This design comes from an exercise in tuning for small area on the open sky130 flow, not from production work.
RTL that was checked went through simulation tests only; none was proved equivalent to the original.
Power is estimated from default activity; no workload was simulated.

## run a
// door_lock_top
module door_lock_top (
  input  logic                               clk,
  input  logic                               rst,
  input  logic                               door_open,
  input  logic                               inside_button,
  input  logic                               code_load,
  input  logic [319:0] code_in,       
  input  logic [79:0]           entry_value,   
  input  logic                               entry_valid,
  output logic                               bolt,
  output logic                               beep,
  output logic                               keypad_en,
  output logic [23:0]        display        
);
localparam int NUM_CODES   = 4;    
localparam int CODE_DIGITS = 20;   
localparam int MIN_CODE_LEN = 4;
localparam int MAX_CODE_LEN = 12;
localparam int DEBOUNCE_CYCLES   = 4;    
localparam int BEEP_CYCLES       = 5;    
localparam int WRONG_CYCLES      = 10;   
localparam int LOCKOUT_CYCLES    = 30;
localparam int AUTO_LOCK_CYCLES  = 20;   
localparam int OPEN_ALARM_CYCLES = 15;   
localparam int MAX_TRIES = 5;   
  ...
For scale: ~3,300 cells after synthesis, ~430 I/O pins, about 0.024 sq mm of cells after synthesis.
export LEC_CHECK = 0
export CAP_MARGIN = 20
export CELL_PAD_IN_SITES_DETAIL_PLACEMENT = 1
export CELL_PAD_IN_SITES_GLOBAL_PLACEMENT = 2
export CORE_MARGIN = 2
export CORE_UTILIZATION = 30
export CTS_BUF_LIST = sky130_fd_sc_hd__clkbuf_8
export CTS_CLUSTER_DIAMETER = 60
export CTS_CLUSTER_SIZE = 16
export PLACE_DENSITY = 0.35
export SLEW_MARGIN = 20
export SYNTH_HIERARCHICAL = 1
create_clock -name core_clock -period 10.0 [get_ports {clk}]
standard.sh (not shown) runs the stock make flow with config.mk's settings and CLKGATE_MAP_FILE= SYNTH_SCRIPT=/design/flow/synth_recipe.tcl, a recipe that flattens the netlist after the stock synthesis.
==> flow/flow/run.sh <==
#!/bin/bash
# The standard layout, with the smallest buffer on the ports, a clock tree
# without dummy loads, and synthesized cells in the stronger size of the same area.
set -euo pipefail
export BUFFER_PORTS_ARGS="-buffer_cell sky130_fd_sc_hd__buf_1"
export CTS_ARGS="-sink_clustering_enable -repair_clock_nets -sink_clustering_size 16 -sink_clustering_max_diameter 60 -buf_list sky130_fd_sc_hd__clkbuf_8 -dont_use_dummy_load"
bash standard.sh synth > standard_synth.log 2>&1
openroad -no_init -exit flow/upsize.tcl > upsize.log 2>&1
bash standard.sh finish > standard_flow.log 2>&1
==> flow/flow/upsize.tcl <==
# Give synthesized cells the stronger size of the same cell that has the
# same area (inv_1 -> inv_2 and the like), so fewer nets need repair
# buffers. Registers are left alone.
set f orfs/results/$::env(FLOW_PLATFORM)/door_lock_top/base/1_synth.odb
read_db $f
set swaps {
  sky130_fd_sc_hd__inv_1     sky130_fd_sc_hd__inv_2
  sky130_fd_sc_hd__a21boi_0  sky130_fd_sc_hd__a21boi_1
  sky130_fd_sc_hd__and2_0    sky130_fd_sc_hd__and2_1
  sky130_fd_sc_hd__o21ai_0   sky130_fd_sc_hd__o21ai_1
  sky130_fd_sc_hd__o311ai_0  sky130_fd_sc_hd__o311ai_1
  sky130_fd_sc_hd__or2_0     sky130_fd_sc_hd__or2_2
  sky130_fd_sc_hd__or2_1     sky130_fd_sc_hd__or2_2
  sky130_fd_sc_hd__mux2_1    sky130_fd_sc_hd__mux2_2
  sky130_fd_sc_hd__a21bo_1   sky130_fd_sc_hd__a21bo_2
  sky130_fd_sc_hd__a31o_1    sky130_fd_sc_hd__a31o_2
  sky130_fd_sc_hd__and4bb_1  sky130_fd_sc_hd__and4bb_2
  sky130_fd_sc_hd__o211a_1   sky130_fd_sc_hd__o211a_2
  sky130_fd_sc_hd__o21ba_1   sky130_fd_sc_hd__o21ba_2
  sky130_fd_sc_hd__o221a_1   sky130_fd_sc_hd__o221a_2
  sky130_fd_sc_hd__or3b_1    sky130_fd_sc_hd__or3b_2
  sky130_fd_sc_hd__or4b_1    sky130_fd_sc_hd__or4b_2
}
set db [ord::get_db]
set n 0
foreach inst [[ord::get_db_block] getInsts] {
  set m [[$inst getMaster] getName]
  if {[dict exists $swaps $m]} {
    $inst swapMaster [$db findMaster [dict get $swaps $m]]
    incr n
  }
}
puts "cells given a stronger size of the same area: $n"
write_db $f
Run a ran to completion and came out clean on the timing, design-rule and antenna checks.
## Diff of input files: run b against run a
diff --git a/flow/flow/run.sh b/flow/flow/run.sh
--- a/flow/flow/run.sh
+++ b/flow/flow/run.sh
@@ -6 +6 @@
-export CTS_ARGS="-sink_clustering_enable -repair_clock_nets -sink_clustering_size 16 -sink_clustering_max_diameter 60 -buf_list sky130_fd_sc_hd__clkbuf_8 -dont_use_dummy_load"
+export CTS_ARGS="-sink_clustering_enable -repair_clock_nets -sink_clustering_size 20 -sink_clustering_max_diameter 60 -buf_list sky130_fd_sc_hd__clkbuf_8 -dont_use_dummy_load"
Results
Looking at run a and run b, the leakage component of the power is a wash. met1 usage for run b: 0.57 points up relative to run a. Post-synthesis share of cell area spent on full adders, half adders and majority gates delta (run b -> run a): insignificant. On power after layout, run a and run b are neck and neck.

---

Setup of old:
door_lock_top, a different RTL version from the one above (not shown whole).
Size: ~3200 cells after synthesis, roughly 210 flip-flops, roughly 430 I/O pins.
Settings: LEC_CHECK=0, CAP_MARGIN=0, CELL_PAD_IN_SITES_DETAIL_PLACEMENT=1, CELL_PAD_IN_SITES_GLOBAL_PLACEMENT=2, CORE_MARGIN=2, CORE_UTILIZATION=30, CTS_BUF_LIST=sky130_fd_sc_hd__clkbuf_8, CTS_CLUSTER_DIAMETER=80, CTS_CLUSTER_SIZE=24, GPL_TIMING_DRIVEN=0, PLACE_DENSITY=0.35, SLEW_MARGIN=0, SYNTH_HIERARCHICAL=1; clock period 10.0 ns.
==> flow/flow/run.sh <==
#!/bin/bash
# The standard layout, with the smallest buffer on the ports, and the
# buffers that synthesis added removed before placement.
set -euo pipefail
export BUFFER_PORTS_ARGS="-buffer_cell sky130_fd_sc_hd__buf_1"
export REMOVE_ABC_BUFFERS=1
bash standard.sh finish > standard_flow.log 2>&1
The flow completed for old, but it is not clean: the layout still shows capacitance limit, slew limit.
Input changes introduced in new (baseline for comparison: old):
# old
export LEC_CHECK = 0
export CAP_MARGIN = 0
export CELL_PAD_IN_SITES_DETAIL_PLACEMENT = 1
export CELL_PAD_IN_SITES_GLOBAL_PLACEMENT = 2
export CORE_MARGIN = 2
export CORE_UTILIZATION = 30
export CTS_BUF_LIST = sky130_fd_sc_hd__clkbuf_8
export CTS_CLUSTER_DIAMETER = 80
export CTS_CLUSTER_SIZE = 24
export GPL_TIMING_DRIVEN = 0
export PLACE_DENSITY = 0.35
export SLEW_MARGIN = 0
export SYNTH_HIERARCHICAL = 1
create_clock -name core_clock -period 10.0 [get_ports {clk}]
# new
export LEC_CHECK = 0
export CAP_MARGIN = 20
export CELL_PAD_IN_SITES_DETAIL_PLACEMENT = 1
export CELL_PAD_IN_SITES_GLOBAL_PLACEMENT = 2
export CORE_MARGIN = 2
export CORE_UTILIZATION = 30
export PLACE_DENSITY = 0.35
export SLEW_MARGIN = 20
export SYNTH_HIERARCHICAL = 1
create_clock -name core_clock -period 10.0 [get_ports {clk}]
==> flow/flow/run.sh <==
#!/bin/bash
# The standard layout, with the smallest buffer on the ports.
set -euo pipefail
export BUFFER_PORTS_ARGS="-buffer_cell sky130_fd_sc_hd__buf_1"
bash standard.sh finish > standard_flow.log 2>&1
[summary]
new did not stop at any stage, and its layout met the timing, design-rule and antenna checks.
Relative to old, the routed wire length on met2 measured on new has increased slightly.
Looking only at highest net fanout along the worst path, and setting everything else aside, the higher value of new and old goes to old.
Relative to old, routed metal-1 wirelength has increased by 3.8% in new.
Count of TritonRoute iterations in the first routing pass, new and old, higher one = old.
new vs old, actual transition at the worst max-transition pin went down by 0.34 ns.
new: critical path's largest stage delay 0.12 ns below old
STATUS maximum ir drop on the vdd rail: new wins against old
Number of antenna violations at the first check in global routing (new over old): increase, 8
new ends up with a via count that is 1349 higher than in old.
Sort new and old by minimum setup slack in the final design desc -> top: new
Number of global-route vias before repair, new and old: higher on new
No functional check of the RTL was part of any run of this note.

static timing again, ports no longer ideal:
In the flow no input, the clock included, has a driving cell. The finished layouts below were timed again as built, in two steps. Step 1 assumes that a clkbuf_16 drives the clock port and a buf_2 every other input. Step 2 also shifts input and output timing later by t, the mid clock arrival at the registers, as if the neighbouring blocks saw the same clock. Slacks: ideal ports / drivers / drivers and shift; pairs: ideal ports / drivers.
| run | t (ns) | setup slack, ns | cell pins on the clock port's net |
|---|---|---|---|
| run a | 0.702 | 2.309 / 2.356 / 1.654 | 1 |
| run b | 0.714 | 2.199 / 2.248 / 1.534 | 1 |
| old | 0.710 | 1.068 / 1.117 / 0.407 | 1 |
| new | 0.670 | 2.348 / 2.375 / 1.704 | 1 |
The setup slack of run b, which loses most, moves by +0.049 ns with the drivers and by -0.665 ns with both steps.
